What follows belongs to an exercise in optimizing a design on an open flow for small area; a production flow would make more cautious choices. Only simulation tests tie the RTL to the original design; equivalence was not proved. Power figures rest on the tool's default switching activity, not on a simulated workload.

## flow/design.v

```verilog
module matmul_sequencer (
  input  logic       clk,
  input  logic       rst,
  input  logic       rx_valid,
  input  logic [7:0] rx_data,
  output logic [7:0] tx_data,
  output logic       tx_valid,
  input  logic       tx_ready,
  output logic       busy,
  output logic       done,
  output logic       err
);
  localparam logic [2:0] HDR   = 3'd0;
  localparam logic [2:0] LDA   = 3'd1;
  localparam logic [2:0] LDB   = 3'd2;
  localparam logic [2:0] FLUSH = 3'd3;
  localparam logic [2:0] CAPA  = 3'd4;
  localparam logic [2:0] CAPB  = 3'd5;
  localparam logic [2:0] MUL   = 3'd6;
  localparam logic [2:0] SEND  = 3'd7;
  logic [2:0]    st_q;
  logic [1:0]    bcnt_q, hcnt_q;
  logic [1:0]    m_q, n_q, p_q;       
  logic [1:0]    i_q, j_q, k_q;
  logic [4:0]    ph_q;                
  logic [4:0]    pslot_q;             
  logic          pend_q;
  logic          done_q, err_q;
  logic [31:0]   x_q, acc_q;
  logic [1023:0] ring_q;
  logic        loading, wdone, dim_ok;
  logic [31:0] word_d, tap;
  logic [4:0]  ins_pos, tap_slot, a_slot, b_slot;
  logic        tap_a, tap_b, ybit;
  logic [4:0]  b_pos;
  logic [7:0]  ins_q, insn_q;
  logic        pend_d;
  logic [4:0]  pslot_d, ins_pos_d;
  assign loading = (st_q == HDR) || (st_q == LDA) || (st_q == LDB);
  assign wdone   = loading && rx_valid && (bcnt_q == 2'd3);
  assign word_d  = {acc_q[23:0], rx_data};
  assign dim_ok  = (acc_q[23:0] == 24'd0) && (rx_data != 8'd0) &&
                   (rx_data <= 8'd4);
  assign a_slot   = {1'b0, i_q, k_q};
  assign b_slot   = {1'b1, k_q, j_q};
  assign tap      = ~ring_q[1023:992];
  assign tap_slot = ~ph_q;
  assign tap_a    = (tap_slot == a_slot);
  assign tap_b    = (tap_slot == b_slot);
  assign ins_pos  = pslot_q + ph_q + 5'd1;
  assign b_pos    = b_slot + ph_q;
  always_comb begin
    ybit = 1'b0;
    for (int q = 0; q < 32; q++)
      if (b_pos == 5'(q)) ybit = ring_q[33*q] ^ b_pos[2];
  end
  always_ff @(posedge clk) begin
    for (int q = 0; q < 32; q++) begin
      if ((q % 4) == 0)
        ring_q[32*q +: 32] <= ~(((((q / 4) % 2) == 1 ? x_q : ~x_q) |
                                 {32{insn_q[q/4]}}) &
                                (ring_q[32*((q+31)%32) +: 32] |
                                 {32{ins_q[q/4]}}));
      else
        ring_q[32*q +: 32] <= ring_q[32*((q+31)%32) +: 32];
    end
  end
  always_comb begin
    pend_d = pend_q && (ins_pos[1:0] != 2'd0);
    pslot_d = pslot_q;
    if ((st_q == LDA || st_q == LDB) && wdone) begin
      pend_d  = 1'b1;
      pslot_d = (st_q == LDA) ? a_slot : b_slot;
    end
    ins_pos_d = pslot_d + ph_q + 5'd2;
  end
  always_ff @(posedge clk) begin
    for (int g = 0; g < 8; g++) begin
      ins_q[g]  <= pend_d && (ins_pos_d == 5'(4*g));
      insn_q[g] <= !(pend_d && (ins_pos_d == 5'(4*g)));
    end
  end
  always_ff @(posedge clk) begin
    if ((loading && rx_valid) || st_q == FLUSH || (st_q == SEND && tx_ready))
      acc_q <= {acc_q[23:0], loading ? rx_data : 8'd0};
    else
      acc_q <= acc_q + ((st_q == MUL && ybit) ? x_q : 32'd0);
  end
  always_ff @(posedge clk) begin
    if ((st_q == LDA || st_q == LDB) && wdone)
      x_q <= word_d;
    else if (st_q == CAPA && tap_a)
      x_q <= tap;
    else if (st_q == MUL)
      x_q <= {x_q[30:0], 1'b0};
  end
  always_ff @(posedge clk) begin
    if (st_q == HDR && wdone && dim_ok) begin
      case (hcnt_q)
        2'd0:    m_q <= rx_data[1:0] - 2'd1;
        2'd1:    n_q <= rx_data[1:0] - 2'd1;
        default: p_q <= rx_data[1:0] - 2'd1;
      endcase
    end
    pslot_q <= pslot_d;
  end
  always_ff @(posedge clk or posedge rst) begin
    if (rst) begin
      st_q    <= HDR;
      bcnt_q  <= '0;
      hcnt_q  <= '0;
      i_q     <= '0;
      j_q     <= '0;
      k_q     <= '0;
      pend_q  <= 1'b0;
      done_q  <= 1'b0;
      err_q   <= 1'b0;
      ph_q    <= '0;
    end else begin
      ph_q   <= ph_q + 5'd1;
      done_q <= 1'b0;
      err_q  <= 1'b0;
      if (pend_q && ins_pos[1:0] == 2'd0)
        pend_q <= 1'b0;
      if (loading && rx_valid)
        bcnt_q <= bcnt_q + 2'd1;
      case (st_q)
        HDR: if (wdone) begin
          if (!dim_ok) begin
            err_q  <= 1'b1;
            hcnt_q <= '0;
          end else begin
            hcnt_q <= hcnt_q + 2'd1;
            if (hcnt_q == 2'd2) begin
              st_q   <= LDA;
              hcnt_q <= '0;
            end
          end
        end
        LDA: if (wdone) begin
          pend_q  <= 1'b1;
          if (k_q == n_q) begin
            k_q <= '0;
            if (i_q == m_q) begin
              st_q <= LDB;
              i_q  <= '0;
            end else begin
              i_q <= i_q + 2'd1;
            end
          end else begin
            k_q <= k_q + 2'd1;
          end
        end
        LDB: if (wdone) begin
          pend_q  <= 1'b1;
          if (j_q == p_q) begin
            j_q <= '0;
            if (k_q == n_q) begin
              st_q <= FLUSH;
              k_q  <= '0;
            end else begin
              k_q <= k_q + 2'd1;
            end
          end else begin
            j_q <= j_q + 2'd1;
          end
        end
        FLUSH: begin
          bcnt_q <= bcnt_q + 2'd1;
          if (bcnt_q == 2'd3)
            st_q <= CAPA;
        end
        CAPA: if (tap_a) begin
          st_q <= CAPB;
        end
        CAPB: if (tap_b) begin
          st_q <= MUL;
        end
        MUL: begin
          if (tap_b) begin
            if (k_q == n_q)
              st_q <= SEND;
            else begin
              k_q  <= k_q + 2'd1;
              st_q <= CAPA;
            end
          end
        end
        SEND: if (tx_ready) begin
          bcnt_q <= bcnt_q + 2'd1;
          if (bcnt_q == 2'd3) begin
            k_q  <= '0;
            st_q <= CAPA;
            if (j_q == p_q) begin
              j_q <= '0;
              if (i_q == m_q) begin
                i_q    <= '0;
                st_q   <= HDR;
                done_q <= 1'b1;
              end else begin
                i_q <= i_q + 2'd1;
              end
            end else begin
              j_q <= j_q + 2'd1;
            end
          end
        end
        default: st_q <= HDR;
      endcase
    end
  end
  assign tx_data  = acc_q[31:24];
  assign tx_valid = (st_q == SEND);
  assign busy     = st_q[2] || (st_q == FLUSH);
  assign done     = done_q;
  assign err      = err_q;
endmodule
```

## flow/run.sh

```bash
#!/bin/bash
# synth_recipe.tcl (not shown) runs the flow's synth.tcl, then flattens the netlist and writes it again
# the make line also repeats each setting of config.mk as NAME=value (left out here)
make -C /OpenROAD-flow-scripts/flow DESIGN_CONFIG=/design/flow/config.mk WORK_HOME=/design/flow/orfs CLKGATE_MAP_FILE= SYNTH_SCRIPT=/design/flow/synth_recipe.tcl finish
```

## flow/config.mk

```make
export PLATFORM = sky130hd
export DESIGN_NAME = matmul_sequencer
export DESIGN_NICKNAME = matmul_sequencer
export VERILOG_FILES = /design/flow/design.v
export SDC_FILE = /design/flow/constraint.sdc
export NUM_CORES = 4
export LEC_CHECK = 0
export CAP_MARGIN = 20
export CORE_MARGIN = 2
export CORE_UTILIZATION = 60
export CTS_BUF_LIST = sky130_fd_sc_hd__clkbuf_16
export CTS_CLUSTER_DIAMETER = 50
export CTS_CLUSTER_SIZE = 30
export PLACE_DENSITY = 0.8
export SLEW_MARGIN = 20
```

## flow/constraint.sdc

```tcl
create_clock -name core_clock -period 11.0 [get_ports {clk}]
set_input_delay 2.2000 -clock core_clock [delete_from_list [all_inputs] [get_ports {clk}]]
set_output_delay 2.2000 -clock core_clock [all_outputs]
set_load 0.01 [all_outputs]
```

==> key figures, run 1 <==
Run status
  • Status: finished clean

Final layout
  • P&R area growth vs syn: 9.08%
  • Commonest non-fill, non-tap cells in the layout: dfxtp_1, o22ai_1, nand2_1
  • Fin util: 0.663
  • Layout cells sized above 1: 0.0622
  • Multi-input logic area: 5850 sq um
  • Commonest non-fill, non-tap cell in the layout: dfxtp_1
  • Final instance area: 32500 sq um
  • Final nets: 2270
  • FILL cells: 3347
  • Seq. cell area: 23200 sq um

CTS
  • Clock latency (worst-skew pair): 650 ps
  • Setup Buffers After CTS: 0
  • Clk sinks: 1136
  • Maximum clock path buffer count: 3
  • Clk slew on worst S/H paths: 100 ps
  • Cts hold-fix bufs: 0
  • H-tree depth: 2
  • CTS root buffer: clkbuf_16
  • CTS tree: yes
  • CTS resizes: 0
  • Clock buffer count from CTS: 55

Power and ir drop
  • Pint: 6.74 mW
  • Comb pwr share: 0.109
  • Leak Pwr: 13.0 nW
  • Switch Pwr: 2.46 mW
  • Switch share: 0.267
  • PwrDens: 284 nW/um^2
  • Clk network pwr share: 0.263
  • Max IR drop VDD: 165 uV
  • Part of the power in registers: 0.628

Setup path
  • Max FO, Critical Path: 31
  • Cell breakdown of the critical path: ha_1, inv_1, fa_1, xnor2_1, nor2_1, a311o_1, a311oi_1, o221ai_2, o211a_1, and2_1, ha_1, fa_1, a211oi_1, nor2_1, o41ai_2, o211ai_1, a221oi_2, o221ai_1, a221oi_2, xor2_1, o21ai_1
  • Worst Path Required: 11500 ps
  • CP max stage cell: xnor2_1
  • Crit start category: flop
  • Crit Path Class: reg -> reg
  • Endpoint type of the worst setup path: flop
  • Worst path max stage delay: 870 ps
  • Crit path arrival time: 7570 ps

Hold path
  • Worst hold-check path type: reg -> reg

Synth
  • Area leader, netlist: dfxtp_1
  • Top cell type's share of synthesized area: 0.725
  • Area contributors post-synth: dfxtp_1, o22ai_1, edfxtp_1
  • EDFF count, synth: 38
  • Post-Syn Area: 29800 sq um
  • Post-Syn Nets: 2274
  • Number of warning messages in the yosys log: 1
  • Top FF cell, synth: dfxtp_1
  • Syn Area/Cell: 13.4 sq um
  • Sequential area share after synthesis: 0.781
  • Async set-reset flop share out of synthesis: 0.0185
  • Synth Register Bits: 1136
  • Count of cell types in the netlist: 69
  • Syn Inst Count: 2214

Timing
  • Setup Skew: 37.3 ps
  • Fin crit period: 7070 ps
  • Slew HR: 0.198
  • Final hold slack: 317 ps
  • RSZ-0062 raised after global routing: false
  • Final period utilization: 0.642
  • Final setup violating endpoints: 0
  • Fin. max-slew vios: 0
  • Fmax: 142 MHz
  • Tightest Pin Transition: 1200 ps
  • Setup_tns: 0 ps
  • Final hold vios: 0

Routing
  • DR pass1 iterations: 7
  • Drt wl/cell: 21.1 microns
  • Drt drc: 0
  • Starting DRT DRC Count: 1274
  • Via count: 16200
  • Detail Route Antenna Nets: 0
  • DR vias/cell: 5.54
  • DRT Wirelength: 61700 microns

Placement
  • DPL Wire Length: 36200 microns
  • Final GP Congestion: 0.917
  • IO Port Bufs: 23
  • Cell Area, Placed: 30500 sq um

Job
  • Max Cap Viol: 0

GRT
  • Largest net degree at the start of global routing: 69
  • Total GRT Usage: 0.243
  • Vias in the first global route: 16000
  • Overflow after GRT: 0
  • Initial antenna violation count: 3
  • First-pass GRT wire length: 93800 microns

Floorplan
  • Die H: 227 microns
  • Initial Utilization: 0.608
  • Io pins: 24
  • Die width: 227 microns
  • Core area: 49000 sq um
  • Die ar.: 51400 sq um
  • Std cell rows: 81
==> logic make-up after synthesis <==
logic type | count (synthesis) | share of synthesized area
compound gates | 501 | 0.104
xor+xnor | 56 | 0.0170
mux | 20 | 0.00774
fa+ha+maj | 48 | 0.0209
simple gates | 282 | 0.0457
flops | 1136 | 0.781
buf+inv | 171 | 0.0243
==> power groups by stage <==
stage / sequential (mW) / combinational, mW / clock (mW)
global placement: 5.81 / 0.949 / 0
CTS: 5.78 / 0.999 / 2.45
floorplan: 5.59 / 0.807 / 0
detailed placement: 5.85 / 0.983 / 0
global route: 5.88 / 1.12 / 2.59
finish: 5.78 / 1.00 / 2.42
==> layout make-up <==
type | count | area share
repair buffers | 35 | 0.00987
clock buffers | 57 | 0.0439
diodes | 2 | 0.000154
multi-input cells | 907 | 0.180
flip-flops and latches | 1136 | 0.716
inverters | 75 | 0.00867
clock inverters | 42 | 0.0154
well taps | 664 | 0.0256
==> state kept, by name (all words and copies together) (netlist names) <==
name / cells
ring_q: 1024
i_q: 2
done_q: 1
bcnt_q: 2
n_q: 2
p_q: 2
st_q: 3
acc_q: 32
pend_q: 1
ph_q: 5
err_q: 1
x_q: 32
m_q: 2
insn_q: 8
j_q: 2
ins_q: 8
hcnt_q: 2
pslot_q: 5
k_q: 2
==> Yosys cell counts, types with 5 or more instances <==
| cell type | n |
|---|---|
| nor2_1 | 63 |
| xor2_1 | 20 |
| nand3_1 | 26 |
| buf_6 | 5 |
| nand2_1 | 97 |
| xnor2_1 | 35 |
| o21ai_0 | 90 |
| a211oi_1 | 8 |
| o21a_1 | 11 |
| inv_1 | 75 |
| ha_1 | 45 |
| nand4_1 | 5 |
| a21oi_1 | 78 |
| a21o_1 | 11 |
| nor4_1 | 9 |
| and3_1 | 5 |
| nor3b_1 | 5 |
| or3_1 | 5 |
| nor2b_1 | 6 |
| mux2i_1 | 14 |
| edfxtp_1 | 38 |
| nor3_1 | 7 |
| dfrtp_1 | 21 |
| and2_1 | 34 |
| buf_4 | 9 |
| o21bai_1 | 6 |
| dfxtp_1 | 1077 |
| o22ai_1 | 259 |
| clkbuf_1 | 80 |
==> layer usage <==
layer / up-vias / share of wire / GRT usage
met3: 133 / 0.059 / 0.0403
li1: 7645 / - / -
met1: 7893 / 0.45 / 0.332
met5: - / 0 / 0
met4: 0 / 0.036 / 0.0955
met2: 487 / 0.45 / 0.388
==> per-stage QoR <==
step / cells / setup WS (ps) / total power [mW]
floorplan: 2214 / 5750 / 6.40
global placement: 2817 / 4280 / 6.76
detailed placement: 2817 / 4080 / 6.83
CTS: 2916 / 4060 / 9.23
global route: 2917 / 3410 / 9.59
finish: 2918 / 3930 / 9.20
==> worst paths after layout <==
kind	from	slack (ps)	end	cells past startpoint
min reg2reg	ring_q[79]	320	ring_q[111]	0
max reg2reg	ph_q[0]	3930	acc_q[30]	21
max in group asynchronous	rst	8420	pend_q	2
min	ring_q[79]	320	ring_q[111]	0
max	ph_q[0]	3930	acc_q[30]	21
min in group asynchronous	rst	2030	bcnt_q[0]	2
==> critical path, delay by kind of cell, from the launching register on <==
family,cells,cell delay [ps]
compound gates,11,3340
fa+ha+maj,4,1400
xor+xnor,2,1040
simple gates,3,590
flops,1,510
buf+inv,1,60
==> run 2: changes to the inputs <==
--- a/flow/config.mk
+++ b/flow/config.mk
@@ -7,9 +7,9 @@
 export LEC_CHECK = 0
 export CAP_MARGIN = 20
 export CORE_MARGIN = 2
-export CORE_UTILIZATION = 60
+export CORE_UTILIZATION = 70
 export CTS_BUF_LIST = sky130_fd_sc_hd__clkbuf_16
 export CTS_CLUSTER_DIAMETER = 50
 export CTS_CLUSTER_SIZE = 30
-export PLACE_DENSITY = 0.8
+export PLACE_DENSITY = 0.9
 export SLEW_MARGIN = 20
==> run 2 against run 1 <==
  * Still clean
  * Total power down 0.10%
  * Non-clock buffer count up 4
  * Clock power down 5%
  * Combinational power up 5%
  * Core utilization up 10 points
  * First-iteration DRC count up 30%
  * Register-to-register slack better by 420 ps
  * Cell count down 4.6%
  * Sequential power up 1%
  * Clock-buffer cell count down 6
  * Synthesized area unchanged
  * Largest power group unchanged
  * Highest routed layer unchanged
==> key figures, run 2 <==
Synth
  • Area contributors post-synth: dfxtp_1, o22ai_1, edfxtp_1 (unchanged)
  • Number of warning messages in the yosys log: 1 (unchanged)
  • Post-Syn Area: 29800 sq um (unchanged)
  • Top cell type's share of synthesized area: 0.725 (unchanged)
  • Syn Inst Count: 2214 (unchanged)
  • Synth Register Bits: 1136 (unchanged)
  • Post-Syn Nets: 2274 (unchanged)
  • List of most frequent post-synthesis cells: dfxtp_1, o22ai_1, nand2_1 (unchanged)
  • Syn Area/Cell: 13.4 sq um (unchanged)
  • EDFF count, synth: 38 (unchanged)
  • Most frequent cell after synthesis: dfxtp_1 (unchanged)
  • Top FF cell, synth: dfxtp_1 (unchanged)
  • Sequential area share after synthesis: 0.781 (unchanged)
  • Area leader, netlist: dfxtp_1 (unchanged)
  • Async set-reset flop share out of synthesis: 0.0185 (unchanged)
  • Count of cell types in the netlist: 69 (unchanged)

Timing
  • Setup Skew: 32.8 ps (was 37.3 ps)
  • Setup ws final: 4360 ps (was 3930 ps)
  • Tightest Pin Transition: 1240 ps (was 1200 ps)
  • Setup_tns: 0 ps (unchanged)
  • Fin crit period: 6640 ps (was 7070 ps)
  • Fin. max-slew vios: 0 (unchanged)
  • Final period utilization: 0.604 (was 0.642)
  • Fmax: 151 MHz (was 142 MHz)
  • Final hold vios: 0 (unchanged)
  • Slew HR: 0.177 (was 0.198)
  • RSZ-0062 raised after global routing: false (unchanged)
  • Final setup violating endpoints: 0 (unchanged)

CTS
  • Clk slew on worst S/H paths: 100 ps (about the same)
  • CTS root buffer: clkbuf_16 (unchanged)
  • Clk sinks: 1136 (unchanged)
  • Clock buffer count from CTS: 50 (was 55)
  • CTS tree: yes (unchanged)
  • Cts hold-fix bufs: 0 (unchanged)
  • CTS resizes: 0 (unchanged)
  • Clock latency (worst-skew pair): 650 ps (about the same)
  • H-tree depth: 2 (unchanged)
  • Maximum clock path buffer count: 3 (unchanged)
  • Setup Buffers After CTS: 0 (unchanged)

Final layout
  • Largest registers: ring_q x1024, acc_q x32, x_q x32 (unchanged)
  • Final instance area: 32100 sq um (was 32500 sq um)
  • Final nets: 2269 (was 2270)
  • Layout cells sized above 1: 0.0544 (was 0.0622)
  • Commonest non-fill, non-tap cell in the layout: dfxtp_1 (unchanged)
  • Ant. Diodes: 0 (was 2)
  • Largest register by flop count: ring_q (unchanged)
  • P&R area growth vs syn: 7.95% (was 9.08%)
  • Commonest non-fill, non-tap cells in the layout: dfxtp_1, o22ai_1, nand2_1 (unchanged)
  • Max reg flops: 1024 (unchanged)

Setup path
  • WP depth: 22 (was 21)
  • Worst Path Required: 11500 ps (about the same)
  • Cell breakdown of the critical path: ha_1, inv_1, fa_1, mux4_2, nand2_1, nand2_1, mux2i_1, o221ai_2, o211a_1, buf_4, and2_1, ha_1, fa_1, a211oi_1, nor2_1, o41ai_2, o211ai_1, a221oi_2, o221ai_1, a221oi_2, xor2_1, o21ai_1 (was ha_1, inv_1, fa_1, xnor2_1, nor2_1, a311o_1, a311oi_1, o221ai_2, o211a_1, and2_1, ha_1, fa_1, a211oi_1, nor2_1, o41ai_2, o211ai_1, a221oi_2, o221ai_1, a221oi_2, xor2_1, o21ai_1)
  • WP buf/inv: 2 (was 1)
  • Crit start category: flop (unchanged)
  • Register-to-Register Path Depth: 22 (was 21)
  • Reg-to-reg critical path startpoint: ph_q[0] (unchanged)
  • Kind of cell adding the most delay to the critical path: compound AO/OA/AOI/OAI gates (unchanged)
  • Max FO, Critical Path: 31 (unchanged)
  • Reg-to-Reg End: acc_q[30] (unchanged)
  • CP max stage cell: fa_1 (was xnor2_1)
  • Crit Path Class: reg -> reg (unchanged)
  • Crit path arrival time: 7140 ps (was 7570 ps)
  • Reg-to-reg setup timing slack: 4360 ps (was 3930 ps)
  • Endpoint type of the worst setup path: flop (unchanged)
  • Worst path max stage delay: 1020 ps (was 870 ps)

Routing
  • Drt wl/cell: 25.2 microns (was 21.1 microns)
  • Drt drc: 0 (unchanged)
  • DRT Wirelength: 70000 microns (was 61700 microns)
  • Starting DRT DRC Count: 1651 (was 1274)
  • DR pass1 iterations: 6 (was 7)
  • Detail Route Antenna Nets: 0 (unchanged)
  • DR vias/cell: 6.12 (was 5.54)
  • Via count: 17000 (was 16200)

Floorplan
  • Std cell rows: 75 (was 81)
  • Initial Utilization: 0.709 (was 0.608)
  • Die ar.: 44200 sq um (was 51400 sq um)
  • Io pins: 24 (unchanged)
  • Core area: 41900 sq um (was 49000 sq um)
  • Die width: 210 microns (was 227 microns)
  • Die H: 210 microns (was 227 microns)

Run status
  • Status: finished clean (unchanged)

GRT
  • Vias in the first global route: 17400 (was 16000)
  • Largest net degree at the start of global routing: 69 (unchanged)
  • Overflow after GRT: 0 (unchanged)
  • Total GRT Usage: 0.320 (was 0.243)
  • First-pass GRT wire length: 105000 microns (was 93800 microns)
  • Initial antenna violation count: 1 (was 3)

Power and ir drop
  • PwrDens: 286 nW/um^2 (was 284 nW/um^2)
  • Leak Pwr: 13.0 nW (about the same)
  • Max IR drop VDD: 203 uV (was 165 uV)

Hold path
  • WHS Endpoint: ring_q[884] (was ring_q[111])
  • Hold path depth: 0 (unchanged)
  • Worst hold-check path type: reg -> reg (unchanged)
  • Hold Startpoint: ring_q[852] (was ring_q[79])

Placement
  • DPL Wire Length: 40100 microns (was 36200 microns)
  • Cell Area, Placed: 30400 sq um (was 30500 sq um)
  • Final GP Congestion: 0.909 (was 0.917)
  • IO Port Bufs: 23 (unchanged)
  • Pre-CTS setup slack: 4290 ps (was 4080 ps)

Job
  • Max Cap Viol: 0 (unchanged)
## run 2: cell types whose count changed in the layout (fill, tap and decap cells not counted), sizes merged
cell | previous run | this run
clkbuf | 57 | 51
clkinvlp | 2 | 0
inv | 100 | 92
diode | 2 | 0
bufinv | 1 | 4
buf | 12 | 16
clkinv | 14 | 15
## run 2: worst max path at each step
stage / start / endpoint / slack (ps)
finish: ph_q[0] / acc_q[30] / 4360
global route: ph_q[0] / acc_q[30] / 3970
CTS: ph_q[0] / acc_q[30] / 4220
detailed placement: ph_q[0] / acc_q[30] / 4290
global placement: ph_q[0] / acc_q[30] / 4460
floorplan: ph_q[0] / acc_q[30] / 5750
## run 2: layout make-up
cell class | instances | area (sq um)
Sequential cell | 1136 | 23200
Fill cell | 2308 | 9830
Multi-Input combinational cell | 907 | 5850
Clock buffer | 51 | 1280
Tap cell | 539 | 674
Clock inverter | 36 | 429
Timing Repair Buffer | 39 | 370
Inverter | 75 | 282
## run 2: kinds of logic after synthesis
logic type | count (synthesis) | synth area share
xor+xnor | 56 | 0.0170
compound gates | 501 | 0.104
fa+ha+maj | 48 | 0.0209
buf+inv | 171 | 0.0243
simple gates | 282 | 0.0457
mux | 20 | 0.00774
flops | 1136 | 0.781
## run 2: per-layer routing
metal  track usage  routed length, microns  vias up  part of all wire
li1              -                       -     7601                 -
met1         0.416                   27700     8345              0.40
met2         0.526                   33500      846              0.48
met3        0.0535                    5280      228             0.075
met4         0.155                    3540        0             0.051
met5             0                       0        -                 0
## run 2: power by group
group / total (mW) / internal [mW] / switching, mW
logic: 1.05 / 0.414 / 0.635
registers: 5.85 / 5.29 / 0.566
clock network: 2.29 / 0.988 / 1.31
## run 2: through the flow
step / utilization / hold slack [ps] / total power [mW] / std cells
floorplan: - / 310 / 6.40 / 2214
global route: 0.766 / 322 / 9.51 / 2783
finish: 0.766 / 317 / 9.20 / 2783
global placement: 0.724 / 310 / 6.75 / 2695
detailed placement: 0.724 / 312 / 6.88 / 2695
CTS: 0.765 / 315 / 9.16 / 2782
==> run 3: changes to the inputs <==
--- a/flow/design.v
+++ b/flow/design.v
@@ -80,11 +80,31 @@
       insn_q[g] <= !(pend_d && (ins_pos_d == 5'(4*g)));
     end
   end
-  always_ff @(posedge clk) begin
-    if ((loading && rx_valid) || st_q == FLUSH || (st_q == SEND && tx_ready))
+  logic [31:0] addend;
+  logic [16:0] sum_lo;
+  logic [15:0] sum_hi;
+  logic        shift8, cy_q;
+  assign shift8 = (loading && rx_valid) || st_q == FLUSH ||
+                  (st_q == SEND && tx_ready);
+  assign addend = (st_q == MUL && ybit) ? x_q : 32'd0;
+  logic [32:0] cc;
+  logic [31:0] ss;
+  always_comb begin
+    cc[0] = 1'b0;
+    for (int b = 0; b < 32; b++) begin
+      logic ci;
+      ci = (b == 16) ? cy_q : cc[b];
+      ss[b]   = acc_q[b] ^ addend[b] ^ ci;
+      cc[b+1] = (acc_q[b] & addend[b]) | (acc_q[b] & ci) | (addend[b] & ci);
+    end
+  end
+  assign sum_lo = {cc[16], ss[15:0]};
+  assign sum_hi = ss[31:16];
+  always_ff @(posedge clk) begin
+    if (shift8)
       acc_q <= {acc_q[23:0], loading ? rx_data : 8'd0};
     else
-      acc_q <= acc_q + ((st_q == MUL && ybit) ? x_q : 32'd0);
+      acc_q <= {sum_hi, sum_lo[15:0]};
   end
   always_ff @(posedge clk) begin
     if ((st_q == LDA || st_q == LDB) && wdone)
@@ -116,7 +136,9 @@
       done_q  <= 1'b0;
       err_q   <= 1'b0;
       ph_q    <= '0;
+      cy_q    <= 1'b0;
     end else begin
+      cy_q   <= !shift8 && sum_lo[16];
       ph_q   <= ph_q + 5'd1;
       done_q <= 1'b0;
       err_q  <= 1'b0;
@@ -177,7 +199,7 @@
           st_q <= MUL;
         end
         MUL: begin
-          if (tap_b) begin
+          if (x_q == 32'd0) begin
             if (k_q == n_q)
               st_q <= SEND;
             else begin
--- a/flow/config.mk
+++ b/flow/config.mk
@@ -7,9 +7,9 @@
 export LEC_CHECK = 0
 export CAP_MARGIN = 20
 export CORE_MARGIN = 2
-export CORE_UTILIZATION = 70
+export CORE_UTILIZATION = 60
 export CTS_BUF_LIST = sky130_fd_sc_hd__clkbuf_16
-export CTS_CLUSTER_DIAMETER = 50
-export CTS_CLUSTER_SIZE = 30
-export PLACE_DENSITY = 0.9
+export CTS_CLUSTER_DIAMETER = 45
+export CTS_CLUSTER_SIZE = 34
+export PLACE_DENSITY = 0.8
 export SLEW_MARGIN = 20
==> run 3 against run 2 <==
  * Hold slack worse by 0.98 ps
  * Sequential cell count increased by 1
  * First-iteration DRC count is 22% lower
  * Global-route usage down 6.1 points
  * Sequential share of layout area down 0.87 points
  * Total power rose by 0.26%
  * Die area is 14% higher
  * Clock power is 32% higher
  * Critical path type unchanged
  * Critical endpoint is now acc_q[31]
==> key figures, run 3 <==
Synth
  • Area leader, netlist: dfxtp_1 (unchanged)
  • EDFF count, synth: 38 (unchanged)
  • Async set-reset flop share out of synthesis: 0.0193 (was 0.0185)
  • Area contributors post-synth: dfxtp_1, o22ai_1, edfxtp_1 (unchanged)
  • Main combinational cell family by area after synthesis: compound AO/OA/AOI/OAI gates (unchanged)
  • Post-Syn Area: 29100 sq um (was 29800 sq um)
  • Count of cell types in the netlist: 57 (was 69)
  • XOR/XNOR Fraction of Synth Area: 0.00899 (was 0.0170)
  • Synth Register Bits: 1137 (was 1136)
  • Syn Inst Count: 2114 (was 2214)
  • Synth Area in Compound Gates: 0.0844 (was 0.104)
  • Post-Syn Nets: 2173 (was 2274)
  • Mux cell area share after synthesis: 0.00538 (was 0.00774)
  • Syn Area/Cell: 13.8 sq um (was 13.4 sq um)
  • Top cell type's share of synthesized area: 0.741 (was 0.725)
  • Most frequent cell after synthesis: dfxtp_1 (unchanged)
  • List of most frequent post-synthesis cells: dfxtp_1, o22ai_1, nand2_1 (unchanged)
  • Sequential area share after synthesis: 0.799 (was 0.781)
  • Synth Area in Adders: 0.0285 (was 0.0209)
  • Top FF cell, synth: dfxtp_1 (unchanged)
  • Number of warning messages in the yosys log: 1 (unchanged)
  • Simple-gate area share of the yosys netlist: 0.0513 (was 0.0457)

Timing
  • Tightest Pin Transition: 1090 ps (was 1240 ps)
  • Final period utilization: 0.955 (was 0.604)
  • Fin crit period: 10510 ps (was 6640 ps)
  • Final setup violating endpoints: 0 (unchanged)
  • Slew HR: 0.275 (was 0.177)
  • RSZ-0062 raised after global routing: false (unchanged)
  • Fmax: 95.2 MHz (was 151 MHz)
  • Setup_tns: 0 ps (unchanged)
  • Fin. max-slew vios: 0 (unchanged)
  • Setup Skew: 29.1 ps (was 32.8 ps)
  • Final hold vios: 0 (unchanged)

Floorplan
  • Std cell rows: 80 (was 75)
  • Core area: 47800 sq um (was 41900 sq um)
  • Die H: 224 microns (was 210 microns)
  • Die width: 224 microns (was 210 microns)
  • Io pins: 24 (unchanged)
  • Die ar.: 50300 sq um (was 44200 sq um)
  • Initial Utilization: 0.608 (was 0.709)

Final layout
  • Commonest non-fill, non-tap cells in the layout: dfxtp_1, o22ai_1, nand2_1 (unchanged)
  • Commonest non-fill, non-tap cell in the layout: dfxtp_1 (unchanged)
  • Layout cells sized above 1: 0.0757 (was 0.0544)
  • Final nets: 2193 (was 2269)
  • Largest registers: ring_q x1024, acc_q x32, x_q x32 (unchanged)
  • P&R area growth vs syn: 11.9% (was 7.95%)
  • Largest register by flop count: ring_q (unchanged)
  • Max reg flops: 1024 (unchanged)

Power and ir drop
  • Leak Pwr: 13.1 nW (was 13.0 nW)
  • Clk network pwr share: 0.328 (was 0.250)
  • Part of the power in registers: 0.577 (was 0.636)
  • Switch Pwr: 2.63 mW (was 2.51 mW)
  • Tot Pwr: 9.22 mW (was 9.20 mW)
  • PwrDens: 283 nW/um^2 (was 286 nW/um^2)
  • Max IR drop VDD: 199 uV (was 203 uV)
  • Comb pwr share: 0.096 (was 0.114)
  • Pint: 6.59 mW (was 6.69 mW)
  • Switch share: 0.285 (was 0.273)

Setup path
  • Worst path max stage delay: 540 ps (was 1020 ps)
  • Crit Path Class: reg -> reg (unchanged)
  • CP max stage cell: dfrtp_1 (was fa_1)
  • Max FO, Critical Path: 17 (was 31)
  • Reg-to-Reg End: acc_q[31] (was acc_q[30])
  • Register-to-Register Path Depth: 31 (was 22)
  • Most Frequent Cell on Critical Path: fa_1
  • Crit start category: flop (unchanged)
  • Reg-to-reg setup timing slack: 490 ps (was 4360 ps)
  • Crit path arrival time: 11030 ps (was 7140 ps)
  • Reg-to-reg critical path startpoint: ph_q[0] (unchanged)
  • Worst Path Required: 11520 ps (was 11500 ps)
  • Endpoint type of the worst setup path: flop (unchanged)

CTS
  • Clk slew on worst S/H paths: 110 ps (was 100 ps)
  • CTS resizes: 0 (unchanged)
  • Maximum clock path buffer count: 3 (unchanged)
  • Cts hold-fix bufs: 0 (unchanged)
  • Clock buffer count from CTS: 73 (was 50)
  • CTS root buffer: clkbuf_16 (unchanged)
  • Clk sinks: 1137 (was 1136)
  • Clock latency (worst-skew pair): 640 ps (was 650 ps)
  • H-tree depth: 3 (was 2)
  • Setup Buffers After CTS: 0 (unchanged)
  • CTS tree: yes (unchanged)

Routing
  • Detail Route Antenna Nets: 0 (unchanged)
  • Starting DRT DRC Count: 1290 (was 1651)
  • DRT Wirelength: 64100 microns (was 70000 microns)
  • DR vias/cell: 5.63 (was 6.12)
  • Via count: 15800 (was 17000)
  • Drt drc: 0 (unchanged)
  • Drt wl/cell: 22.8 microns (was 25.2 microns)
  • DR pass1 iterations: 6 (unchanged)

GRT
  • Overflow after GRT: 0 (unchanged)
  • First-pass GRT wire length: 97200 microns (was 105000 microns)
  • Vias in the first global route: 16500 (was 17400)
  • Total GRT Usage: 0.258 (was 0.320)
  • Initial antenna violation count: 1 (unchanged)
  • Largest net degree at the start of global routing: 62 (was 69)

Hold path
  • Worst hold-check path type: reg -> reg (unchanged)
  • Hold Startpoint: ring_q[30] (was ring_q[852])
  • Hold path depth: 0 (unchanged)
  • WHS Endpoint: ring_q[62] (was ring_q[884])

Placement
  • Final GP Congestion: 0.896 (was 0.909)
  • DPL Wire Length: 38100 microns (was 40100 microns)
  • IO Port Bufs: 23 (unchanged)

Job
  • Max Cap Viol: 0 (unchanged)

Run status
  • Status: finished clean (unchanged)
## run 3: changes by cell type in the layout (fill, tap and decap cells not counted), moves of 12 or more
cell,delta
nand2_1,+87
clkbuf_16,+26
xor2_1,-14
inv_1,-19
fa_1,+29
ha_1,-30
xnor2_1,-12
a21oi_1,-62
nor2_1,-37
## run 3: how the worst max path moves through the flow
stage / start / endpoint / slack [ps] / cells past startpoint
detailed placement: ph_q[0] / acc_q[31] / 550 / 31
global route: ph_q[0] / acc_q[31] / 2 / 31
floorplan: ph_q[0] / acc_q[31] / 1060 / 32
global placement: ph_q[0] / acc_q[31] / 770 / 31
CTS: ph_q[0] / acc_q[31] / 490 / 31
finish: ph_q[0] / acc_q[31] / 490 / 31
## run 3: cells by family (layout without fill, tap and decap cells)
group | Yosys count | after routing
flops | 1137 | 1137
compound gates | 403 | 403
simple gates | 326 | 326
buf+inv | 157 | 237
fa+ha+maj | 47 | 47
xor+xnor | 29 | 29
mux | 15 | 15
other cells | 0 | 1
## run 3: worst max-delay path: cells and delay by family, from the launching register on
kind / cells / cell delay, ps
AOI/OAI and AO/OA: 5 / 800
xor gates and xnor gates: 1 / 240
adders and majority gates: 17 / 7230
buffers and inverters: 2 / 330
DFF: 1 / 540
and+or+nand+nor: 6 / 1250
## run 3: power groups by stage
stage                     clock, mW  combinational (mW)  sequential, mW
after CTS                      3.05               0.881            5.30
after global placement            0               0.823            5.35
after global routing           3.21               0.991            5.37
after detailed placement          0               0.861            5.38
final                          3.02               0.884            5.32
after floorplan                   0               0.672            5.11
## run 3: per-stage QoR
step                      hold WS [ps]  std cells  area, sq um  setup WS (ps)  utilization
after detailed placement           312       2673        29800            555        0.624
after floorplan                    310       2114        29100           1060            -
final                              316       2810        32600            491        0.680
after global routing               315       2809        32500           1.82        0.680
after CTS                          319       2808        32500            487        0.680
after global placement             310       2673        29800            766        0.624
## run 3: metal layers
layer	up-vias	track usage	part of all wire
li1	7235	-	-
met1	7887	0.344	0.43
met2	562	0.425	0.48
met3	139	0.0460	0.057
met4	0	0.103	0.037
met5	-	0	0
## run 3: area by class of cell
class	count	area, sq um
sequential	1137	23300
fill	3161	15300
multi-input combinational	820	5210
clock buffer	77	1930
tap	615	769
clock inverter	58	762
timing repair buffer	42	393
inverter	60	225
antenna	1	2.50
==> run 4: changes to the inputs <==
--- a/flow/config.mk
+++ b/flow/config.mk
@@ -9,7 +9,7 @@
 export CORE_MARGIN = 2
 export CORE_UTILIZATION = 60
 export CTS_BUF_LIST = sky130_fd_sc_hd__clkbuf_16
-export CTS_CLUSTER_DIAMETER = 45
+export CTS_CLUSTER_DIAMETER = 55
 export CTS_CLUSTER_SIZE = 34
 export PLACE_DENSITY = 0.8
 export SLEW_MARGIN = 20
==> run 4 against run 3 <==
  * Still clean
  * Maximum frequency is 0.82% higher
  * Clock-buffer cell count decreased by 30
  * Register-to-register slack better by 90 ps
  * Hold slack lost 5.7 ps
  * Total power fell by 9.3%
  * Core utilization shrank 2.3 points
  * Final area down 3.4%
  * Critical path type unchanged
==> key figures, run 4 <==
Power and ir drop
  • Part of the power in registers: 0.634 (was 0.577)
  • PwrDens: 266 nW/um^2 (was 283 nW/um^2)
  • Pint: 6.03 mW (was 6.59 mW)
  • Comb pwr share: 0.104 (was 0.096)
  • Switch share: 0.279 (was 0.285)
  • Max IR drop VDD: 194 uV (was 199 uV)
  • Switch Pwr: 2.33 mW (was 2.63 mW)
  • Clk network pwr share: 0.261 (was 0.328)
  • Leak Pwr: 12.6 nW (was 13.1 nW)

GRT
  • Initial antenna violation count: 0 (was 1)
  • Vias in the first global route: 15700 (was 16500)
  • Overflow after GRT: 0 (unchanged)
  • Total GRT Usage: 0.246 (was 0.258)
  • Largest net degree at the start of global routing: 62 (unchanged)
  • First-pass GRT wire length: 93400 microns (was 97200 microns)

Timing
  • Final setup violating endpoints: 0 (unchanged)
  • Fin. max-slew vios: 0 (unchanged)
  • RSZ-0062 raised after global routing: false (unchanged)
  • Final period utilization: 0.948 (was 0.955)
  • Setup_tns: 0 ps (unchanged)
  • Final hold vios: 0 (unchanged)
  • Slew HR: 0.283 (was 0.275)
  • Tightest Pin Transition: 1080 ps (was 1090 ps)
  • Fmax: 95.9 MHz (was 95.2 MHz)
  • Setup Skew: 48.9 ps (was 29.1 ps)
  • Fin crit period: 10420 ps (was 10510 ps)

Final layout
  • Commonest non-fill, non-tap cell in the layout: dfxtp_1 (unchanged)
  • P&R area growth vs syn: 8.08% (was 11.9%)
  • Largest registers: ring_q x1024, acc_q x32, x_q x32 (unchanged)
  • Commonest non-fill, non-tap cells in the layout: dfxtp_1, o22ai_1, nand2_1 (unchanged)
  • Final instance area: 31400 sq um (was 32600 sq um)
  • Largest register by flop count: ring_q (unchanged)
  • FILL cells: 3309 (was 3161)
  • Layout cells sized above 1: 0.0523 (was 0.0757)
  • Max reg flops: 1024 (unchanged)
  • Final nets: 2166 (was 2193)

Synth
  • Post-Syn Area: 29100 sq um (unchanged)
  • EDFF count, synth: 38 (unchanged)
  • Syn Inst Count: 2114 (unchanged)
  • Number of warning messages in the yosys log: 1 (unchanged)
  • Area contributors post-synth: dfxtp_1, o22ai_1, edfxtp_1 (unchanged)
  • Synth Register Bits: 1137 (unchanged)
  • Count of cell types in the netlist: 57 (unchanged)
  • Post-Syn Nets: 2173 (unchanged)
  • Most frequent cell after synthesis: dfxtp_1 (unchanged)
  • Sequential area share after synthesis: 0.799 (unchanged)
  • Async set-reset flop share out of synthesis: 0.0193 (unchanged)
  • Top cell type's share of synthesized area: 0.741 (unchanged)
  • List of most frequent post-synthesis cells: dfxtp_1, o22ai_1, nand2_1 (unchanged)
  • Top FF cell, synth: dfxtp_1 (unchanged)
  • Area leader, netlist: dfxtp_1 (unchanged)
  • Syn Area/Cell: 13.8 sq um (unchanged)

Floorplan
  • Die H: 224 microns (unchanged)
  • Core area: 47800 sq um (unchanged)
  • Die width: 224 microns (unchanged)
  • Std cell rows: 80 (unchanged)
  • Io pins: 24 (unchanged)
  • Initial Utilization: 0.608 (unchanged)
  • Die ar.: 50300 sq um (unchanged)

Routing
  • Via count: 15400 (was 15800)
  • DR vias/cell: 5.59 (was 5.63)
  • Drt wl/cell: 22.2 microns (was 22.8 microns)
  • DRT Wirelength: 61100 microns (was 64100 microns)
  • Detail Route Antenna Nets: 0 (unchanged)
  • DR pass1 iterations: 8 (was 6)
  • Drt drc: 0 (unchanged)
  • Starting DRT DRC Count: 1325 (was 1290)

Setup path
  • Register-to-Register Path Depth: 31 (unchanged)
  • Worst path max stage delay: 540 ps (about the same)
  • Worst Path Required: 11510 ps (was 11520 ps)
  • Most Frequent Cell on Critical Path: fa_1 (unchanged)
  • Reg-to-Reg End: acc_q[31] (unchanged)
  • Endpoint type of the worst setup path: flop (unchanged)
  • CP max stage cell: fa_1 (was dfrtp_1)
  • Reg-to-reg setup timing slack: 580 ps (was 490 ps)
  • Crit path arrival time: 10930 ps (was 11030 ps)
  • Crit start category: flop (unchanged)
  • Reg-to-reg critical path startpoint: ph_q[0] (unchanged)
  • Crit Path Class: reg -> reg (unchanged)
  • Max FO, Critical Path: 17 (unchanged)
  • Worst Setup EP: acc_q[31] (unchanged)
  • Crit path from: ph_q[0] (unchanged)

Run status
  • Status: finished clean (unchanged)

Placement
  • DPL Wire Length: 38100 microns (unchanged)
  • Cell Area, Placed: 29800 sq um (unchanged)
  • Final GP Congestion: 0.896 (unchanged)
  • IO Port Bufs: 23 (unchanged)

CTS
  • Clock buffer count from CTS: 46 (was 73)
  • Maximum clock path buffer count: 3 (unchanged)
  • Clk slew on worst S/H paths: 110 ps (about the same)
  • Clock latency (worst-skew pair): 640 ps (about the same)
  • CTS tree: yes (unchanged)
  • Cts hold-fix bufs: 0 (unchanged)
  • CTS root buffer: clkbuf_16 (unchanged)
  • H-tree depth: 2 (was 3)
  • Clk sinks: 1137 (unchanged)

Hold path
  • Worst hold-check path type: reg -> reg (unchanged)

Job
  • Max Cap Viol: 0 (unchanged)
## run 4: cell counts after synthesis
Identical to the previous run, type by type.
## run 4: area by class of cell
cell class | count | area (sq um) | area share
antenna | 1 | 2.50 | 0.0000796
clock inverter | 36 | 407 | 0.0129
multi-input combinational | 820 | 5210 | 0.166
timing repair buffer | 42 | 393 | 0.0125
tap | 615 | 769 | 0.0245
inverter | 60 | 225 | 0.00716
clock buffer | 47 | 1180 | 0.0374
sequential | 1137 | 23300 | 0.740
## run 4: layer usage
layer / up-vias / track usage / part of all wire
met4: 0 / 0.0782 / 0.027
met1: 7737 / 0.339 / 0.44
met3: 106 / 0.0346 / 0.056
met2: 442 / 0.406 / 0.47
li1: 7140 / - / -
met5: - / 0 / 0
## run 4: timing repair
action                                  CTS  global route
endpoints found under the setup margin    0             1
gates resized for setup                   0             1
setup buffers                             0             0
## run 4: worst min-delay path by stage
stage	start	end	cells after the start
finish	ring_q[791]	ring_q[823]	0
global route	ring_q[791]	ring_q[823]	0
CTS	ring_q[791]	ring_q[823]	0
detailed placement	ring_q[161]	ring_q[193]	0
global placement	ring_q[923]	ring_q[955]	0
floorplan	ring_q[968]	ring_q[1000]	0
## run 4: worst max-delay path, delay by kind of cell, from the launching register on
| kind | cells | cell delay [ps] |
|---|---|---|
| DFF | 1 | 470 |
| adders and majority gates | 17 | 7200 |
| AOI/OAI and AO/OA | 5 | 810 |
| buffers and inverters | 2 | 330 |
| and+or+nand+nor | 6 | 1260 |
| xor gates and xnor gates | 1 | 240 |
## run 4: kinds of logic (layout without fill, tap and decap cells)
kind of cell / after synthesis / in the layout / share of synthesized area
AOI/OAI and AO/OA: 403 / 403 / 0.0844
xor gates and xnor gates: 29 / 29 / 0.00899
adders and majority gates: 47 / 47 / 0.0285
buffers and inverters: 157 / 185 / 0.0222
DFF: 1137 / 1137 / 0.799
muxes: 15 / 15 / 0.00538
other: 0 / 1 / 0
and+or+nand+nor: 326 / 326 / 0.0513
## run 4: per-stage QoR
step	cells	worst slack (ps)	utilization	hold WS, ps	total power, mW
floorplan	2114	1060	-	310	5.79
global placement	2673	766	0.624	310	6.17
detailed placement	2673	555	0.624	312	6.24
CTS	2756	495	0.657	304	8.38
global route	2757	77.9	0.657	311	8.70
finish	2758	576	0.657	310	8.36
## run 4: power groups by stage
stage / clock network (mW) / logic, mW / registers [mW]
after floorplan: 0 / 0.672 / 5.11
after global placement: 0 / 0.823 / 5.35
after detailed placement: 0 / 0.861 / 5.38
after CTS: 2.21 / 0.871 / 5.30
after global routing: 2.36 / 0.983 / 5.37
final: 2.19 / 0.872 / 5.31
==> run 5: changes to the inputs <==
==> flow/flow/run.sh (new file) <==
#!/bin/bash
# The standard layout, with the port buffers made from the smallest buffer
# cell (sky130_fd_sc_hd__buf_1) instead of the one buffer_ports picks.
set -euo pipefail
cd "$(dirname "$0")/.."
export BUFFER_PORTS_ARGS="-buffer_cell sky130_fd_sc_hd__buf_1"
bash standard.sh finish > standard_finish.log 2>&1
==> flow/standard.sh (new file) <==
#!/bin/bash
# synth_recipe.tcl (not shown) runs the flow's synth.tcl, then flattens the netlist and writes it again
# the make line also repeats each setting of config.mk as NAME=value (left out here)
make -C /OpenROAD-flow-scripts/flow DESIGN_CONFIG=/design/flow/config.mk WORK_HOME=/design/flow/orfs CLKGATE_MAP_FILE= SYNTH_SCRIPT=/design/flow/synth_recipe.tcl "${@:-finish}"
removed: flow/run.sh
==> run 5 against run 4 <==
  * Sequential power hardly changed
  * Total power increased by 1.3%
  * Sequential cell count unchanged
  * Maximum frequency is essentially flat
  * Clock power is 6% higher
  * Core utilization about the same
  * Critical path depth is the same
  * Clock skew decreased by 4.9 ps
  * Setup slack barely moved
  * Cell count decreased by 0.11%
  * Die area unchanged
  * Via count is 0.10% lower
  * Critical path type unchanged
  * Largest power group unchanged
==> key figures, run 5 <==
Floorplan
  • Die ar.: 50300 sq um (unchanged)
  • Io pins: 24 (unchanged)
  • Die width: 224 microns (unchanged)
  • Std cell rows: 80 (unchanged)
  • Initial Utilization: 0.608 (unchanged)
  • Die H: 224 microns (unchanged)
  • Core area: 47800 sq um (unchanged)

CTS
  • Clk slew on worst S/H paths: 110 ps (about the same)
  • Setup Buffers After CTS: 0 (unchanged)
  • H-tree depth: 2 (unchanged)
  • Cts hold-fix bufs: 0 (unchanged)
  • Clk sinks: 1137 (unchanged)
  • Clock buffer count from CTS: 48 (was 46)
  • CTS tree: yes (unchanged)
  • Maximum clock path buffer count: 3 (unchanged)
  • CTS root buffer: clkbuf_16 (unchanged)
  • Clock latency (worst-skew pair): 640 ps (about the same)

Synth
  • Count of cell types in the netlist: 57 (unchanged)
  • Area contributors post-synth: dfxtp_1, o22ai_1, edfxtp_1 (unchanged)
  • Post-Syn Nets: 2173 (unchanged)
  • List of most frequent post-synthesis cells: dfxtp_1, o22ai_1, nand2_1 (unchanged)
  • XOR/XNOR Fraction of Synth Area: 0.00899 (unchanged)
  • Simple-gate area share of the yosys netlist: 0.0513 (unchanged)
  • Top FF cell, synth: dfxtp_1 (unchanged)
  • Main combinational cell family by area after synthesis: compound AO/OA/AOI/OAI gates (unchanged)
  • Area leader, netlist: dfxtp_1 (unchanged)
  • Syn Inst Count: 2114 (unchanged)
  • Syn Area/Cell: 13.8 sq um (unchanged)
  • Most frequent cell after synthesis: dfxtp_1 (unchanged)
  • Synth Area in Compound Gates: 0.0844 (unchanged)
  • Synth Area in Adders: 0.0285 (unchanged)
  • Async set-reset flop share out of synthesis: 0.0193 (unchanged)
  • Mux cell area share after synthesis: 0.00538 (unchanged)
  • Sequential area share after synthesis: 0.799 (unchanged)
  • Post-Syn Area: 29100 sq um (unchanged)
  • Synth Register Bits: 1137 (unchanged)
  • Top cell type's share of synthesized area: 0.741 (unchanged)
  • Number of warning messages in the yosys log: 1 (unchanged)
  • EDFF count, synth: 38 (unchanged)

Setup path
  • CP max stage cell: fa_1 (unchanged)
  • Endpoint type of the worst setup path: flop (unchanged)
  • Crit start category: flop (unchanged)
  • Worst Path Required: 11520 ps (was 11510 ps)
  • Most Frequent Cell on Critical Path: fa_1 (unchanged)
  • Max FO, Critical Path: 32 (was 17)
  • Crit Path Class: reg -> reg (unchanged)
  • Worst path max stage delay: 540 ps (about the same)
  • Crit path arrival time: 10950 ps (was 10930 ps)

Power and ir drop
  • Leak Pwr: 12.6 nW (about the same)
  • Max IR drop VDD: 290 uV (was 194 uV)
  • Tot Pwr: 8.47 mW (was 8.36 mW)
  • PwrDens: 269 nW/um^2 (was 266 nW/um^2)

Final layout
  • Max reg flops: 1024 (unchanged)
  • Largest registers: ring_q x1024, acc_q x32, x_q x32 (unchanged)
  • Final nets: 2164 (was 2166)
  • Ant. Diodes: 0 (was 1)
  • Layout cells sized above 1: 0.0537 (was 0.0523)
  • Commonest non-fill, non-tap cells in the layout: dfxtp_1, o22ai_1, nand2_1 (unchanged)
  • Largest register by flop count: ring_q (unchanged)
  • P&R area growth vs syn: 8.06% (was 8.08%)
  • Commonest non-fill, non-tap cell in the layout: dfxtp_1 (unchanged)

Hold path
  • Worst hold-check path type: reg -> reg (unchanged)

Job
  • Max Cap Viol: 0 (unchanged)

Routing
  • Detail Route Antenna Nets: 0 (unchanged)
  • Starting DRT DRC Count: 1340 (was 1325)
  • DRT Wirelength: 60500 microns (was 61100 microns)
  • DR pass1 iterations: 5 (was 8)
  • DR vias/cell: 5.59 (about the same)
  • Drt drc: 0 (unchanged)
  • Drt wl/cell: 22.0 microns (was 22.2 microns)
  • Via count: 15400 (about the same)

GRT
  • Largest net degree at the start of global routing: 62 (unchanged)
  • First-pass GRT wire length: 92600 microns (was 93400 microns)
  • Total GRT Usage: 0.243 (was 0.246)
  • Vias in the first global route: 15700 (about the same)
  • Initial antenna violation count: 0 (unchanged)
  • Overflow after GRT: 0 (unchanged)

Timing
  • Fmax: 95.9 MHz (about the same)
  • RSZ-0062 raised after global routing: false (unchanged)
  • Fin crit period: 10420 ps (about the same)
  • Final hold vios: 0 (unchanged)
  • Final period utilization: 0.948 (about the same)
  • Tightest Pin Transition: 1110 ps (was 1080 ps)
  • Final setup violating endpoints: 0 (unchanged)
  • Fin. max-slew vios: 0 (unchanged)
  • Setup Skew: 44.0 ps (was 48.9 ps)
  • Setup_tns: 0 ps (unchanged)
  • Slew HR: 0.260 (was 0.283)

Placement
  • IO Port Bufs: 23 (unchanged)
  • Final GP Congestion: 0.918 (was 0.896)
  • DPL Wire Length: 37200 microns (was 38100 microns)

Run status
  • Status: finished clean (unchanged)
[run 5: cell counts after synthesis]
Identical to the previous run, type by type.
[run 5: logic make-up after synthesis]
| group | Yosys count |
|---|---|
| AO/OA/AOI/OAI | 403 |
| multiplexers | 15 |
| adder cells (fa/ha/maj) | 47 |
| XOR/XNOR | 29 |
| AND/OR/NAND/NOR | 326 |
| flip-flops | 1137 |
| buffers and inverters | 157 |
[run 5: metal layers]
layer | vias to the layer above | global-route usage | wire length [microns]
met4 | 0 | 0.0848 | 1830
li1 | 7145 | - | -
met2 | 498 | 0.391 | 28000
met3 | 122 | 0.0381 | 3410
met5 | - | 0 | 0
met1 | 7644 | 0.339 | 27300
[run 5: what timing repair did]
action,CTS,global route
endpoints found under the hold margin,0,0
setup endpoints to repair,0,1
gates resized for setup,0,2
[run 5: power breakdown]
part	switching (mW)	internal (mW)
Sequential	0.488	4.81
Clock	1.32	0.997
Combinational	0.545	0.303
[run 5: worst paths after layout]
| check | depth (start not counted) | to | slack, ps | startpoint |
|---|---|---|---|---|
| setup / recovery | 31 | acc_q[31] | 580 | j_q[0] |
| hold / removal | 0 | ring_q[375] | 290 | ring_q[343] |
| setup reg to reg | 31 | acc_q[31] | 580 | j_q[0] |
| hold reg to reg | 0 | ring_q[375] | 290 | ring_q[343] |
| max in group asynchronous | 2 | ph_q[0] | 8890 | rst |
| min in group asynchronous | 2 | bcnt_q[0] | 1610 | rst |
[run 5: final cells by class]
| type | count | area (sq um) |
|---|---|---|
| Clock inverter | 35 | 515 |
| Tap cell | 615 | 769 |
| Clock buffer | 50 | 1250 |
| Fill cell | 3297 | 16400 |
| Sequential cell | 1137 | 23300 |
| Inverter | 60 | 225 |
| Multi-Input combinational cell | 820 | 5220 |
| Timing Repair Buffer | 38 | 199 |
[run 5: worst max-delay path, delay by kind of cell, from the launching register on]
kind                       cells  cell delay (ps)
adders and majority gates     17             7210
DFF                            1              460
and+or+nand+nor                6             1340
buffers and inverters          2              330
xor gates and xnor gates       1              240
AOI/OAI and AO/OA              5              760
[run 5: through the flow]
| step | worst slack (ps) | hold WS, ps | util | cell area (sq um) | std cells |
|---|---|---|---|---|---|
| 4_1_cts | 430 | 293 | 0.657 | 31400 | 2755 |
| 5_1_grt | 12.8 | 291 | 0.657 | 31400 | 2755 |
| 2_1_floorplan | 1060 | 310 | - | 29100 | 2114 |
| 6_report | 576 | 290 | 0.657 | 31400 | 2755 |
| 3_5_place_dp | 473 | 312 | 0.620 | 29700 | 2670 |
| 3_3_place_gp | 671 | 310 | 0.620 | 29700 | 2670 |
==> run 6: changes to the inputs <==
==> flow/flow/run.sh (replaced) <==
#!/bin/bash
# The standard layout with two changes: the port buffers use the smallest
# buffer cell (sky130_fd_sc_hd__buf_1), and clock tree synthesis adds no
# dummy loads to balance its leaf nets.
set -euo pipefail
cd "$(dirname "$0")/.."
export BUFFER_PORTS_ARGS="-buffer_cell sky130_fd_sc_hd__buf_1"
export CTS_ARGS="-sink_clustering_enable -repair_clock_nets -sink_clustering_size 30 -sink_clustering_max_diameter 50 -buf_list sky130_fd_sc_hd__clkbuf_16 -dont_use_dummy_load"
bash standard.sh finish > standard_finish.log 2>&1
==> run 6 against run 5 <==
  * Still clean
  * Total power decreased by 2.6%
  * Clock skew up 29 ps
  * Clock power shrank 9.5%
  * Sequential share of layout area grew 0.81 points
  * Global-route usage grew 0.069 points
  * Clock-buffer cell count is 7 higher
  * Hold slack worse by 22 ps
  * Core utilization decreased by 0.71 points
  * Synthesized area stayed put
  * Sequential power about the same
  * Final area decreased by 1.1%
  * Combinational power hardly changed
  * Critical path type unchanged
  * Critical endpoint unchanged
  * Largest cell class unchanged
  * Highest routed layer unchanged
==> key figures, run 6 <==
Run status
  • Status: finished clean (unchanged)

CTS
  • H-tree depth: 2 (unchanged)
  • CTS resizes: 0 (unchanged)
  • CTS root buffer: clkbuf_16 (unchanged)
  • Setup Buffers After CTS: 0 (unchanged)
  • CTS tree: yes (unchanged)
  • Cts hold-fix bufs: 0 (unchanged)
  • Maximum clock path buffer count: 3 (unchanged)
  • Clk slew on worst S/H paths: 110 ps (about the same)
  • Clock buffer count from CTS: 57 (was 48)
  • Clock latency (worst-skew pair): 650 ps (was 640 ps)
  • Clk sinks: 1137 (unchanged)

Setup path
  • Reg-to-Reg End: acc_q[31] (unchanged)
  • Worst path max stage delay: 540 ps (about the same)
  • Crit start category: flop (unchanged)
  • Endpoint type of the worst setup path: flop (unchanged)
  • Most Frequent Cell on Critical Path: fa_1 (unchanged)
  • WP depth: 31 (unchanged)
  • WP buf/inv: 2 (unchanged)
  • Reg-to-reg setup timing slack: 620 ps (was 580 ps)
  • Kind of cell adding the most delay to the critical path: adder cells (unchanged)
  • Crit path arrival time: 10890 ps (was 10950 ps)
  • Max FO, Critical Path: 32 (unchanged)
  • CP max stage cell: fa_1 (unchanged)
  • Register-to-Register Path Depth: 31 (unchanged)
  • Worst Path Required: 11510 ps (was 11520 ps)
  • Crit Path Class: reg -> reg (unchanged)
  • Reg-to-reg critical path startpoint: j_q[0] (unchanged)

Routing
  • Drt wl/cell: 22.3 microns (was 22.0 microns)
  • DR pass1 iterations: 5 (unchanged)
  • Detail Route Antenna Nets: 0 (unchanged)
  • DRT Wirelength: 60800 microns (was 60500 microns)
  • Drt drc: 0 (unchanged)
  • Starting DRT DRC Count: 1427 (was 1340)
  • Via count: 15400 (about the same)
  • DR vias/cell: 5.66 (was 5.59)

Final layout
  • Ant. Diodes: 0 (unchanged)
  • Layout cells sized above 1: 0.0450 (was 0.0537)
  • Multi-input logic area: 5220 sq um (unchanged)
  • Max reg flops: 1024 (unchanged)
  • Final instance count without filler cells: 2727 (was 2755)
  • Fin util: 0.650 (was 0.657)
  • Final nets: 2173 (was 2164)
  • Largest registers: ring_q x1024, acc_q x32, x_q x32 (unchanged)
  • Commonest non-fill, non-tap cell in the layout: dfxtp_1 (unchanged)
  • Largest register by flop count: ring_q (unchanged)
  • Seq. cell area: 23300 sq um (unchanged)
  • Commonest non-fill, non-tap cells in the layout: dfxtp_1, o22ai_1, nand2_1 (unchanged)
  • P&R area growth vs syn: 6.89% (was 8.06%)
  • FILL cells: 3351 (was 3297)

Placement
  • DPL Wire Length: 37200 microns (unchanged)
  • Final GP Congestion: 0.918 (unchanged)
  • IO Port Bufs: 23 (unchanged)
  • Placed Cells: 2670 (unchanged)

GRT
  • Total GRT Usage: 0.244 (was 0.243)
  • First-pass GRT wire length: 92800 microns (was 92600 microns)
  • Initial antenna violation count: 0 (unchanged)
  • Largest net degree at the start of global routing: 62 (unchanged)
  • Vias in the first global route: 15700 (about the same)
  • Overflow after GRT: 0 (unchanged)

Timing
  • RSZ-0062 raised after global routing: false (unchanged)
  • Final period utilization: 0.944 (was 0.948)
  • Fmax: 96.3 MHz (was 95.9 MHz)
  • Setup Skew: 72.5 ps (was 44.0 ps)
  • Fin crit period: 10380 ps (was 10420 ps)
  • Tightest Pin Transition: 1110 ps (about the same)
  • Fin. max-slew vios: 0 (unchanged)
  • Setup_tns: 0 ps (unchanged)
  • Final hold vios: 0 (unchanged)
  • Final setup violating endpoints: 0 (unchanged)
  • Slew HR: 0.259 (was 0.260)

Synth
  • EDFF count, synth: 38 (unchanged)
  • Most frequent cell after synthesis: dfxtp_1 (unchanged)
  • Async set-reset flop share out of synthesis: 0.0193 (unchanged)
  • Syn Inst Count: 2114 (unchanged)
  • Area contributors post-synth: dfxtp_1, o22ai_1, edfxtp_1 (unchanged)
  • Number of warning messages in the yosys log: 1 (unchanged)
  • Synth Area in Adders: 0.0285 (unchanged)
  • Simple-gate area share of the yosys netlist: 0.0513 (unchanged)
  • Post-Syn Area: 29100 sq um (unchanged)
  • Sequential area share after synthesis: 0.799 (unchanged)
  • Post-Syn Nets: 2173 (unchanged)
  • Area leader, netlist: dfxtp_1 (unchanged)
  • Top cell type's share of synthesized area: 0.741 (unchanged)
  • Mux cell area share after synthesis: 0.00538 (unchanged)
  • Syn Area/Cell: 13.8 sq um (unchanged)
  • Top FF cell, synth: dfxtp_1 (unchanged)
  • Count of cell types in the netlist: 57 (unchanged)
  • Synth Register Bits: 1137 (unchanged)
  • Synth Area in Compound Gates: 0.0844 (unchanged)
  • XOR/XNOR Fraction of Synth Area: 0.00899 (unchanged)
  • List of most frequent post-synthesis cells: dfxtp_1, o22ai_1, nand2_1 (unchanged)
  • Main combinational cell family by area after synthesis: compound AO/OA/AOI/OAI gates (unchanged)

Power and ir drop
  • Leak Pwr: 12.4 nW (was 12.6 nW)
  • PwrDens: 265 nW/um^2 (was 269 nW/um^2)
  • Max IR drop VDD: 196 uV (was 290 uV)

Floorplan
  • Initial Utilization: 0.608 (unchanged)
  • Io pins: 24 (unchanged)
  • Die ar.: 50300 sq um (unchanged)
  • Std cell rows: 80 (unchanged)
  • Die H: 224 microns (unchanged)
  • Core area: 47800 sq um (unchanged)
  • Die width: 224 microns (unchanged)

Hold path
  • Hold path depth: 0 (unchanged)
  • Hold Startpoint: ring_q[640] (was ring_q[343])
  • Worst hold-check path type: reg -> reg (unchanged)
  • WHS Endpoint: ring_q[672] (was ring_q[375])

Job
  • Max Cap Viol: 0 (unchanged)
run 6: cell counts after synthesis:
Identical to the previous run, type by type.
run 6: per-stage QoR:
step           power (mW)  hold WS, ps  area [sq um]  setup slack, ps
4_1_cts              8.26          270         31100              470
3_5_place_dp         6.21          312         29700              473
5_1_grt              8.58          268         31100             31.5
2_1_floorplan        5.79          310         29100             1060
3_3_place_gp         6.15          310         29700              671
6_report             8.25          269         31100              618
run 6: final cells by class:
class / instances / area share
clock buffer: 57 / 0.0459
inverter: 60 / 0.00724
multi-input combinational: 820 / 0.168
sequential: 1137 / 0.748
tap: 615 / 0.0247
timing repair buffer: 38 / 0.00640
run 6: cell families after synthesis:
family | count (synthesis)
and+or+nand+nor | 326
DFF | 1137
xor gates and xnor gates | 29
buffers and inverters | 157
adders and majority gates | 47
AOI/OAI and AO/OA | 403
muxes | 15
run 6: how the worst max path moves through the flow:
stage,from,to
after floorplan,ph_q[0],acc_q[31]
after global placement,ph_q[0],acc_q[31]
after detailed placement,ph_q[0],acc_q[31]
after CTS,ph_q[0],acc_q[31]
after global routing,j_q[0],acc_q[31]
final,j_q[0],acc_q[31]
run 6: power breakdown:
| part | leakage [nW] | internal (mW) | switching, mW | total (mW) |
|---|---|---|---|---|
| Combinational | 2.10 | 0.303 | 0.547 | 0.849 |
| Clock | 0.702 | 0.920 | 1.18 | 2.10 |
| Sequential | 9.62 | 4.81 | 0.486 | 5.30 |
run 6: metal layers:
layer	GRT usage	wire length, microns
met1	0.343	27900
met2	0.395	28000
met3	0.0350	3250
met4	0.0771	1650
met5	0	0
run 6: worst reg2reg max path: cells and delay by family (launching register included):
kind,cells,cell delay [ps]
flops,1,440
fa+ha+maj,17,7190
buf+inv,2,330
xor+xnor,1,240
simple gates,6,1340
compound gates,5,780

==> afterwards: timing with drivers on the ports <==
How much do the figures lean on ideal ports? The routed layouts below were timed once more, with nothing changed but the port constraints. Step 1 assumes that a clkbuf_16 drives the clock port and a buf_2 every other input. Step 2 adds t to the input delays and takes it off the output delays; t is the mean of the earliest and latest rising clock arrival at the registers after step 1. Input paths then give back, and output paths get back, about the clock's delay inside the block. Three values: ideal, step 1, step 2; two values: the first two.
run	shift t [ns]	slack for setup (ns)	worst setup path at the end	worst slew at a driven data input, ns
run 1	0.682	3.935 / 3.935 / 3.935	register to register	0.04
run 2	0.684	4.358 / 4.358 / 4.358	register to register	0.04
run 3	0.679	0.491 / 0.491 / 0.491	register to register	0.03
run 4	0.671	0.576 / 0.576 / 0.576	register to register	0.03
run 5	0.664	0.576 / 0.576 / 0.576	register to register	0.03
run 6	0.666	0.618 / 0.618 / 0.618	register to register	0.03
After both steps every run listed still meets setup and hold.
